This is an optimization exercise on Yosys and OpenROAD, whose aim is small area, a short achievable clock period and few clock cycles per item, not a production implementation.
RTL that was checked went through simulation tests only; none was proved equivalent to the original.
Power figures rest on the tool's default switching activity, not on a simulated workload.

==> 10-23 <==
==> flow/design.v <==
`timescale 1ns/1ns
package llc_geom_pkg;
  localparam int unsigned NUM_WAYS = 4;
  localparam int unsigned DEF_NUM_LINES = 16;
  localparam int unsigned DEF_TAG_WIDTH = 12;
endpackage
`timescale 1ns/1ns
package llc_op_pkg;
  localparam int unsigned MODE_W = 2;
  localparam logic [MODE_W-1:0] MODE_FLUSH = 2'b10;
  localparam logic [MODE_W-1:0] MODE_LOOKUP = 2'b11;
  localparam int unsigned TW_DIT_BIT = 0;
  localparam int unsigned TW_VAL_BIT = 1;
  localparam int unsigned TW_FLAG_BITS = 2;
endpackage
`timescale 1ns/1ns
import llc_geom_pkg::*;
import llc_op_pkg::*;
module llc_tag_store #(
  parameter int unsigned NumLines = DEF_NUM_LINES,
  parameter int unsigned TagWidth = DEF_TAG_WIDTH,
  localparam int unsigned IdxWidth = $clog2(NumLines)
) (
  input  logic                clk_i,
  input  logic                rst_n_i,
  input  logic                req_valid_i,
  output logic                req_ready_o,
  input  logic [MODE_W-1:0]   req_mode_i,
  input  logic [IdxWidth-1:0] req_index_i,
  input  logic [TagWidth-1:0] req_tag_i,
  input  logic                req_dirty_i,
  input  logic [NUM_WAYS-1:0] req_way_i,
  input  logic [NUM_WAYS-1:0] total_lock_i,
  output logic                res_valid_o,
  input  logic                res_ready_i,
  output logic [NUM_WAYS-1:0] res_way_o,
  output logic                res_hit_o,
  output logic                res_evict_o,
  output logic [TagWidth-1:0] res_evict_tag_o
);
  localparam int unsigned W = NUM_WAYS;
  logic [TagWidth-1:0] tag_q  [NumLines][W];
  logic [W-1:0]        val_q  [NumLines];
  logic [W-1:0]        dit_q  [NumLines];
  logic [2:0]          tree_q [NumLines];
  logic                ready_q;
  logic                b_v, c_v;
  logic                b_lk, c_lk;             
  logic [IdxWidth-1:0] b_idx, c_idx;
  logic [TagWidth-1:0] b_tag, c_tag;
  logic                b_dty, c_dty;
  logic [W-1:0]        b_way, c_way;
  logic [W-1:0]        b_lock, c_lock;
  logic [TagWidth-1:0] bt [W];
  logic [W-1:0]        bv, bd;
  logic [2:0]          btr;
  logic                wmb;                    
  logic                samec;                  
  logic [TagWidth-1:0] ct [W];
  logic [W-1:0]        cv, cd, c_eq, f_we;
  logic [2:0]          ctr;
  logic                w_v;
  logic [IdxWidth-1:0] w_idx;
  logic [TagWidth-1:0] w_tag;
  logic [W-1:0]        w_twe, w_val, w_dit;
  logic [2:0]          w_tree;
  localparam int unsigned RspW = W + 2 + TagWidth;
  logic                out_v;
  logic [RspW-1:0]     ring [3];
  logic [1:0]          r_wp, r_rp, r_cnt;
  logic accept, known, pop;
  assign req_ready_o = ready_q;
  assign res_valid_o = out_v;
  assign accept  = req_valid_i & ready_q;
  assign known   = req_mode_i[1];
  assign pop     = out_v & res_ready_i;
  logic [W-1:0]        hit, free_w, free_low, tree_oh, usable, vict, miss_way, resp_way;
  logic [W-1:0]        tag_we_w, new_val, new_dit, esel;
  logic [1:0]          tree_way;
  logic [2:0]          new_tree;
  logic                any_hit, up_dirty, resp_hit, resp_ev;
  logic [TagWidth-1:0] resp_etag;
  logic [TagWidth-1:0] eff_ct [W];
  always_comb begin
    for (int w = 0; w < W; w++) begin
      eff_ct[w] = f_we[w] ? w_tag : ct[w];
    end
    hit      = c_way & cv & c_eq;
    any_hit  = |hit;
    free_w   = c_way & ~cv;
    free_low = free_w & (~free_w + 1'b1);
    tree_way = ctr[0] ? {1'b1, ctr[2]} : {1'b0, ctr[1]};
    tree_oh  = W'(1) << tree_way;
    usable   = c_way & ~c_lock;
    vict     = (|(tree_oh & usable)) ? tree_oh : (usable & (~usable + 1'b1));
    miss_way = (|free_w) ? free_low : vict;
    resp_hit = c_lk & any_hit;
    if (c_lk) begin
      resp_way = any_hit ? hit : miss_way;
      esel     = miss_way;
    end else begin
      resp_way = c_way;
      esel     = c_way;
    end
    resp_ev   = ~resp_hit & (|(esel & cv & cd));
    resp_etag = '0;
    for (int w = 0; w < W; w++) begin
      resp_etag = resp_etag | (eff_ct[w] & {TagWidth{esel[w] & cv[w]}});
    end
    resp_etag = resp_etag & {TagWidth{~resp_hit}};
    up_dirty = c_dty & ~(|(hit & cd));
    tag_we_w = (c_lk & ~any_hit) ? miss_way : '0;
    if (c_lk) begin
      new_val = cv | tag_we_w;
      new_dit = any_hit ? (cd | (hit & {W{up_dirty}}))
                        : ((cd & ~tag_we_w) | (tag_we_w & {W{c_dty}}));
    end else begin
      new_val = cv & ~c_way;
      new_dit = cd;
    end
    new_tree = ctr;
    if (c_lk) begin
      if (|resp_way[1:0]) begin
        new_tree[0] = 1'b1;
        new_tree[1] = resp_way[0];
      end else if (|resp_way[3:2]) begin
        new_tree[0] = 1'b0;
        new_tree[2] = resp_way[2];
      end
    end
  end
  always_ff @(posedge clk_i) begin
    if (!rst_n_i) begin
      w_v <= 1'b0;
    end else begin
      w_v <= c_v;
    end
  end
  always_ff @(posedge clk_i) begin
    w_idx  <= c_idx;
    w_twe  <= tag_we_w;
    w_val  <= new_val;
    w_dit  <= new_dit;
    w_tree <= new_tree;
    w_tag  <= c_tag;
  end
  always_ff @(posedge clk_i) begin
    if (w_v) begin
      for (int w = 0; w < W; w++) begin
        if (w_twe[w]) tag_q[w_idx][w] <= w_tag;
      end
      dit_q[w_idx] <= w_dit;
    end
  end
  always_ff @(posedge clk_i) begin
    if (!rst_n_i) begin
      for (int s = 0; s < NumLines; s++) begin
        val_q[s]  <= '0;
        tree_q[s] <= '0;
      end
    end else if (w_v) begin
      val_q[w_idx]  <= w_val;
      tree_q[w_idx] <= w_tree;
    end
  end
  logic [NumLines-1:0] in_oh;
  logic                wm_in;
  logic [TagWidth-1:0] rd_tag [W];
  logic [W-1:0]        rd_val, rd_dit;
  logic [2:0]          rd_tree;
  always_comb begin
    in_oh   = NumLines'(1) << req_index_i;
    rd_val  = '0;
    rd_dit  = '0;
    rd_tree = '0;
    for (int w = 0; w < W; w++) rd_tag[w] = '0;
    for (int s = 0; s < NumLines; s++) begin
      for (int w = 0; w < W; w++) rd_tag[w] = rd_tag[w] | (tag_q[s][w] & {TagWidth{in_oh[s]}});
      rd_val  = rd_val  | (val_q[s]  & {W{in_oh[s]}});
      rd_dit  = rd_dit  | (dit_q[s]  & {W{in_oh[s]}});
      rd_tree = rd_tree | (tree_q[s] & {3{in_oh[s]}});
    end
    wm_in = w_v & (w_idx == req_index_i);
    for (int w = 0; w < W; w++) begin
      if (wm_in & w_twe[w]) rd_tag[w] = w_tag;
    end
    if (wm_in) begin
      rd_val  = w_val;
      rd_dit  = w_dit;
      rd_tree = w_tree;
    end
  end
  logic [TagWidth-1:0] eb_tag [W];
  logic [W-1:0]        eb_val, eb_dit, eq_b;
  logic [2:0]          eb_tree;
  logic                ceq;
  always_comb begin
    for (int w = 0; w < W; w++) begin
      eb_tag[w] = (wmb & w_twe[w]) ? w_tag : bt[w];
      eq_b[w]   = (eb_tag[w] == b_tag);
    end
    eb_val  = wmb ? w_val  : bv;
    eb_dit  = wmb ? w_dit  : bd;
    eb_tree = wmb ? w_tree : btr;
    ceq     = (c_tag == b_tag);
  end
  always_ff @(posedge clk_i) begin
    b_lk   <= req_mode_i[0];
    b_idx  <= req_index_i;
    b_tag  <= req_tag_i;
    b_dty  <= req_dirty_i;
    b_way  <= req_way_i;
    b_lock <= total_lock_i;
    for (int w = 0; w < W; w++) bt[w] <= rd_tag[w];
    bv     <= rd_val;
    bd     <= rd_dit;
    btr    <= rd_tree;
  end
  always_ff @(posedge clk_i) begin
    begin
      c_lk   <= b_lk;
      c_idx  <= b_idx;
      c_tag  <= b_tag;
      c_dty  <= b_dty;
      c_way  <= b_way;
      c_lock <= b_lock;
      for (int w = 0; w < W; w++) ct[w] <= eb_tag[w];
      if (samec) begin
        for (int w = 0; w < W; w++) c_eq[w] <= tag_we_w[w] ? ceq : eq_b[w];
        cv   <= new_val;
        cd   <= new_dit;
        ctr  <= new_tree;
        f_we <= tag_we_w;
      end else begin
        c_eq <= eq_b;
        cv   <= eb_val;
        cd   <= eb_dit;
        ctr  <= eb_tree;
        f_we <= '0;
      end
    end
  end
  logic [RspW-1:0] resp, ring_head;
  logic            out_load, ring_empty, ring_push, ring_pop;
  logic [1:0]      r_cnt_n;
  assign resp       = {resp_way, resp_hit, resp_ev, resp_etag};
  assign ring_head  = ring[r_rp];
  assign ring_empty = (r_cnt == 2'd0);
  assign out_load   = ~out_v | pop;
  assign ring_pop   = out_load & ~ring_empty;
  assign ring_push  = c_v & ~(out_load & ring_empty);
  assign r_cnt_n    = r_cnt + 2'(ring_push) - 2'(ring_pop);
  always_ff @(posedge clk_i) begin
    if (out_load) begin
      {res_way_o, res_hit_o, res_evict_o, res_evict_tag_o} <= ring_empty ? resp : ring_head;
    end
    if (ring_push) ring[r_wp] <= resp;
  end
  always_ff @(posedge clk_i) begin
    if (!rst_n_i) begin
      r_wp  <= '0;
      r_rp  <= '0;
      r_cnt <= '0;
    end else begin
      if (ring_push) r_wp <= (r_wp == 2'd2) ? 2'd0 : r_wp + 2'd1;
      if (ring_pop)  r_rp <= (r_rp == 2'd2) ? 2'd0 : r_rp + 2'd1;
      r_cnt <= r_cnt_n;
    end
  end
  logic b_v_n, out_v_n;
  assign b_v_n   = accept & known;
  assign out_v_n = out_load ? (~ring_empty | c_v) : out_v;
  always_ff @(posedge clk_i) begin
    if (!rst_n_i) begin
      ready_q <= 1'b1;
      b_v     <= 1'b0;
      c_v     <= 1'b0;
      out_v   <= 1'b0;
      wmb     <= 1'b0;
      samec   <= 1'b0;
    end else begin
      ready_q <= (3'(b_v_n) + 3'(b_v) + 3'(out_v_n) + 3'(r_cnt_n)) < 3'd4;
      b_v     <= b_v_n;
      c_v     <= b_v;
      out_v   <= out_v_n;
      wmb     <= c_v & (c_idx == req_index_i);
      samec   <= b_v & (b_idx == req_index_i);
    end
  end
endmodule
==> flow/run.sh <==
#!/bin/bash
# synth_recipe.tcl (not shown) runs the flow's synth.tcl, then flattens the netlist and writes it again
# the make line also repeats each setting of config.mk as NAME=value (left out here)
make -C /OpenROAD-flow-scripts/flow DESIGN_CONFIG=/design/flow/config.mk WORK_HOME=/design/flow/orfs CLKGATE_MAP_FILE= SYNTH_SCRIPT=/design/flow/synth_recipe.tcl finish
==> flow/config.mk <==
export PLATFORM = sky130hd
export DESIGN_NAME = llc_tag_store
export DESIGN_NICKNAME = llc_tag_store
export VERILOG_FILES = /design/flow/design.v
export SDC_FILE = /design/flow/constraint.sdc
export NUM_CORES = 4
export LEC_CHECK = 0
export ABC_CLOCK_PERIOD_IN_PS = 2200
export CAP_MARGIN = 20
export CORE_MARGIN = 2
export CORE_UTILIZATION = 45
export CTS_CLUSTER_DIAMETER = 100
export CTS_CLUSTER_SIZE = 30
export SETUP_SLACK_MARGIN = 2.8
export SLEW_MARGIN = 20
==> flow/constraint.sdc <==
create_clock -name core_clock -period 5.0 [get_ports {clk_i}]
set_input_delay 1.0000 -clock core_clock [delete_from_list [all_inputs] [get_ports {clk_i}]]
set_output_delay 1.0000 -clock core_clock [all_outputs]
set_load 0.01 [all_outputs]
==> 01-16 (differences from 10-23) <==
==> flow/design.v, changed modules only <==
module llc_tag_store #(
  parameter int unsigned NumLines = DEF_NUM_LINES,
  parameter int unsigned TagWidth = DEF_TAG_WIDTH,
  localparam int unsigned IdxWidth = $clog2(NumLines)
) (
  input  logic                clk_i,
  input  logic                rst_n_i,
  input  logic                req_valid_i,
  output logic                req_ready_o,
  input  logic [MODE_W-1:0]   req_mode_i,
  input  logic [IdxWidth-1:0] req_index_i,
  input  logic [TagWidth-1:0] req_tag_i,
  input  logic                req_dirty_i,
  input  logic [NUM_WAYS-1:0] req_way_i,
  input  logic [NUM_WAYS-1:0] total_lock_i,
  output logic                res_valid_o,
  input  logic                res_ready_i,
  output logic [NUM_WAYS-1:0] res_way_o,
  output logic                res_hit_o,
  output logic                res_evict_o,
  output logic [TagWidth-1:0] res_evict_tag_o
);
  localparam int unsigned W = NUM_WAYS;
  logic [TagWidth-1:0] tag_q  [NumLines][W];
  logic [W-1:0]        val_q  [NumLines];
  logic [W-1:0]        dit_q  [NumLines];
  logic [2:0]          tree_q [NumLines];
  logic                ready_q;
  logic                b_v, c_v;
  logic                b_lk, c_lk;             
  logic [IdxWidth-1:0] b_idx, c_idx;
  logic [TagWidth-1:0] b_tag, c_tag;
  logic                b_dty, c_dty;
  logic [W-1:0]        b_way, c_way;
  logic [W-1:0]        b_lock, c_lock;
  logic [TagWidth-1:0] bt [W];
  logic [W-1:0]        bv, bd;
  logic [2:0]          btr;
  logic                wmb;                    
  logic                w2mb;                   
  logic                samec;                  
  logic [TagWidth-1:0] ct [W];
  logic [W-1:0]        cv, cd, c_hit, f_we;    
  logic [W-1:0]        c_s2, c_s3;
  logic [2:0]          ctr;
  logic                w_v;
  logic [IdxWidth-1:0] w_idx;
  logic [TagWidth-1:0] w_tag;
  logic [W-1:0]        w_twe, w_val, w_dit;
  logic [2:0]          w_tree;
  logic [TagWidth-1:0] w2_tag;
  logic [TagWidth-1:0] w3_tag;                 
  logic [W-1:0]        w2_twe, w2_val, w2_dit;
  logic [2:0]          w2_tree;
  localparam int unsigned RspW = W + 2 + TagWidth;
  logic                out_v;
  logic [RspW-1:0]     ring [3];
  logic [1:0]          r_wp, r_rp, r_cnt;
  logic accept, known, pop;
  assign req_ready_o = ready_q;
  assign res_valid_o = out_v;
  assign accept  = req_valid_i & ready_q;
  assign known   = req_mode_i[1];
  assign pop     = out_v & res_ready_i;
  logic [W-1:0]        hit, free_w, free_low, tree_oh, usable, vict, miss_way, resp_way;
  logic [W-1:0]        tag_we_w, new_val, new_dit, esel, etag_sel;
  logic [1:0]          tree_way;
  logic [2:0]          new_tree;
  logic                any_hit, up_dirty, resp_hit, resp_ev;
  logic [TagWidth-1:0] resp_etag;
  always_comb begin
    hit      = c_hit;
    any_hit  = |hit;
    free_w   = c_way & ~cv;
    free_low = free_w & (~free_w + 1'b1);
    tree_way = ctr[0] ? {1'b1, ctr[2]} : {1'b0, ctr[1]};
    tree_oh  = W'(1) << tree_way;
    usable   = c_way & ~c_lock;
    vict     = (|(tree_oh & usable)) ? tree_oh : (usable & (~usable + 1'b1));
    miss_way = (|free_w) ? free_low : vict;
    resp_hit = c_lk & any_hit;
    if (c_lk) begin
      resp_way = any_hit ? hit : miss_way;
      esel     = miss_way;
    end else begin
      resp_way = c_way;
      esel     = c_way;
    end
    resp_ev   = ~resp_hit & (|(esel & cv & cd));
    etag_sel  = esel & cv;
    resp_etag = (w_tag  & {TagWidth{|(etag_sel & f_we)}})
              | (w2_tag & {TagWidth{|(etag_sel & ~f_we & c_s2)}})
              | (w3_tag & {TagWidth{|(etag_sel & ~f_we & c_s3)}});
    for (int w = 0; w < W; w++) begin
      resp_etag = resp_etag | (ct[w] & {TagWidth{etag_sel[w] & ~f_we[w] & ~c_s2[w] & ~c_s3[w]}});
    end
    resp_etag = resp_etag & {TagWidth{~resp_hit}};
    up_dirty = c_dty & ~(|(hit & cd));
    tag_we_w = (c_lk & ~any_hit) ? miss_way : '0;
    if (c_lk) begin
      new_val = cv | tag_we_w;
      new_dit = any_hit ? (cd | (hit & {W{up_dirty}}))
                        : ((cd & ~tag_we_w) | (tag_we_w & {W{c_dty}}));
    end else begin
      new_val = cv & ~c_way;
      new_dit = cd;
    end
    new_tree = ctr;
    if (c_lk) begin
      if (|resp_way[1:0]) begin
        new_tree[0] = 1'b1;
        new_tree[1] = resp_way[0];
      end else if (|resp_way[3:2]) begin
        new_tree[0] = 1'b0;
        new_tree[2] = resp_way[2];
      end
    end
  end
  always_ff @(posedge clk_i) begin
    if (!rst_n_i) begin
      w_v <= 1'b0;
    end else begin
      w_v <= c_v;
    end
  end
  always_ff @(posedge clk_i) begin
    w_idx  <= c_idx;
    w_twe  <= tag_we_w;
    w_val  <= new_val;
    w_dit  <= new_dit;
    w_tree <= new_tree;
    w_tag  <= c_tag;
    w2_tag  <= w_tag;
    w3_tag  <= w2_tag;
    w2_twe  <= w_twe;
    w2_val  <= w_val;
    w2_dit  <= w_dit;
    w2_tree <= w_tree;
  end
  always_ff @(posedge clk_i) begin
    if (w_v) begin
      for (int w = 0; w < W; w++) begin
        if (w_twe[w]) tag_q[w_idx][w] <= w_tag;
      end
      dit_q[w_idx] <= w_dit;
    end
  end
  always_ff @(posedge clk_i) begin
    if (!rst_n_i) begin
      for (int s = 0; s < NumLines; s++) begin
        val_q[s]  <= '0;
        tree_q[s] <= '0;
      end
    end else if (w_v) begin
      val_q[w_idx]  <= w_val;
      tree_q[w_idx] <= w_tree;
    end
  end
  logic [NumLines-1:0] in_oh;
  logic [TagWidth-1:0] rd_tag [W];
  logic [W-1:0]        rd_val, rd_dit;
  logic [2:0]          rd_tree;
  always_comb begin
    in_oh   = NumLines'(1) << req_index_i;
    rd_val  = '0;
    rd_dit  = '0;
    rd_tree = '0;
    for (int w = 0; w < W; w++) rd_tag[w] = '0;
    for (int s = 0; s < NumLines; s++) begin
      for (int w = 0; w < W; w++) rd_tag[w] = rd_tag[w] | (tag_q[s][w] & {TagWidth{in_oh[s]}});
      rd_val  = rd_val  | (val_q[s]  & {W{in_oh[s]}});
      rd_dit  = rd_dit  | (dit_q[s]  & {W{in_oh[s]}});
      rd_tree = rd_tree | (tree_q[s] & {3{in_oh[s]}});
    end
  end
  logic [W-1:0]        b_s1, b_s2;           
  logic [W-1:0]        eb_val, eb_dit, eq_b;
  logic [2:0]          eb_tree;
  logic                ceq;
  always_comb begin
    for (int w = 0; w < W; w++) begin
      b_s1[w] = wmb & w_twe[w];
      b_s2[w] = ~b_s1[w] & w2mb & w2_twe[w];
      eq_b[w] = b_s1[w] ? (w_tag == b_tag) : (b_s2[w] ? (w2_tag == b_tag) : (bt[w] == b_tag));
    end
    eb_val  = wmb ? w_val  : (w2mb ? w2_val  : bv);
    eb_dit  = wmb ? w_dit  : (w2mb ? w2_dit  : bd);
    eb_tree = wmb ? w_tree : (w2mb ? w2_tree : btr);
    ceq     = (c_tag == b_tag);
  end
  always_ff @(posedge clk_i) begin
    b_lk   <= req_mode_i[0];
    b_idx  <= req_index_i;
    b_tag  <= req_tag_i;
    b_dty  <= req_dirty_i;
    b_way  <= req_way_i;
    b_lock <= total_lock_i;
    for (int w = 0; w < W; w++) bt[w] <= rd_tag[w];
    bv     <= rd_val;
    bd     <= rd_dit;
    btr    <= rd_tree;
  end
  logic [W-1:0] cv_kept;
  assign cv_kept = c_lk ? cv : (cv & ~c_way);
  always_ff @(posedge clk_i) begin
    begin
      c_lk   <= b_lk;
      c_idx  <= b_idx;
      c_tag  <= b_tag;
      c_dty  <= b_dty;
      c_way  <= b_way;
      c_lock <= b_lock;
      for (int w = 0; w < W; w++) ct[w] <= bt[w];
      c_s2   <= b_s1;
      c_s3   <= b_s2;
      if (samec) begin
        for (int w = 0; w < W; w++) begin
          c_hit[w] <= b_way[w] & (tag_we_w[w] ? ceq : (cv_kept[w] & eq_b[w]));
        end
        cv   <= new_val;
        cd   <= new_dit;
        ctr  <= new_tree;
        f_we <= tag_we_w;
      end else begin
        c_hit <= b_way & eb_val & eq_b;
        cv   <= eb_val;
        cd   <= eb_dit;
        ctr  <= eb_tree;
        f_we <= '0;
      end
    end
  end
  logic [RspW-1:0] resp, ring_head;
  logic            out_load, ring_empty, ring_push, ring_pop;
  logic [1:0]      r_cnt_n;
  assign resp       = {resp_way, resp_hit, resp_ev, resp_etag};
  assign ring_head  = ring[r_rp];
  assign ring_empty = (r_cnt == 2'd0);
  assign out_load   = ~out_v | pop;
  assign ring_pop   = out_load & ~ring_empty;
  assign ring_push  = c_v & ~(out_load & ring_empty);
  assign r_cnt_n    = r_cnt + 2'(ring_push) - 2'(ring_pop);
  always_ff @(posedge clk_i) begin
    if (out_load) begin
      {res_way_o, res_hit_o, res_evict_o, res_evict_tag_o} <= ring_empty ? resp : ring_head;
    end
    if (ring_push) ring[r_wp] <= resp;
  end
  always_ff @(posedge clk_i) begin
    if (!rst_n_i) begin
      r_wp  <= '0;
      r_rp  <= '0;
      r_cnt <= '0;
    end else begin
      if (ring_push) r_wp <= (r_wp == 2'd2) ? 2'd0 : r_wp + 2'd1;
      if (ring_pop)  r_rp <= (r_rp == 2'd2) ? 2'd0 : r_rp + 2'd1;
      r_cnt <= r_cnt_n;
    end
  end
  logic b_v_n, out_v_n;
  assign b_v_n   = accept & known;
  assign out_v_n = out_load ? (~ring_empty | c_v) : out_v;
  always_ff @(posedge clk_i) begin
    if (!rst_n_i) begin
      ready_q <= 1'b1;
      b_v     <= 1'b0;
      c_v     <= 1'b0;
      out_v   <= 1'b0;
      wmb     <= 1'b0;
      w2mb    <= 1'b0;
      samec   <= 1'b0;
    end else begin
      ready_q <= (3'(b_v_n) + 3'(b_v) + 3'(out_v_n) + 3'(r_cnt_n)) < 3'd4;
      b_v     <= b_v_n;
      c_v     <= b_v;
      out_v   <= out_v_n;
      wmb     <= c_v & (c_idx == req_index_i);
      w2mb    <= w_v & (w_idx == req_index_i);
      samec   <= b_v & (b_idx == req_index_i);
    end
  end
endmodule
--- a/flow/config.mk
+++ b/flow/config.mk
@@ -11,4 +11,4 @@
 export CORE_UTILIZATION = 45
-export CTS_CLUSTER_DIAMETER = 100
-export CTS_CLUSTER_SIZE = 30
+export CTS_CLUSTER_DIAMETER = 90
+export CTS_CLUSTER_SIZE = 26
 export SETUP_SLACK_MARGIN = 2.8
==> comparison <==
Of 01-16 and 10-23, 10-23 has the higher via count (gap 6.7%, measured against 10-23). Of 10-23 and 01-16, 10-23 has the higher critical path depth (gap 1). Total power: 10-23 is smaller than 01-16 (2.4%). In 01-16 the count of clock-buffer cells in the layout is higher than in 10-23, by 12.
Testbench counts of 10-23, summed over its fixed seeds: cycles 12,024, items 12,000.
For 01-16, only the layout was checked, not whether the RTL still works.

==> afterwards: timing with drivers on the ports <==
The results above use ideal ports. As a check the final layouts listed here were re-extracted and re-timed, cells and wires unchanged.
Step 1 sets driving cells, clkbuf_16 on the clock port and buf_2 on the other inputs (assumed; they add their load-dependent delay and slew).
Step 2 moves the port delays by t, midway between the first and last clock arrival at a register: inputs arrive t later, outputs are due t later. That takes back most of the time a late clock gives input paths.
Three values: no drivers, after step 1, after step 2; two values: the first two.
run	t (ns)	setup slack, ns	hold WS [ns]	worst data-port slew with drivers (ns)
10-23	0.740	2.619 / 2.475 / 1.735	0.333 / 0.333 / 0.333	0.37
01-16	0.741	2.410 / 2.410 / 2.048	0.334 / 0.334 / 0.334	0.04
After both steps setup and hold are still met in every run listed. For 10-23, which loses most, drivers alone change the setup slack by -0.144 ns; drivers and shift together by -0.884 ns.
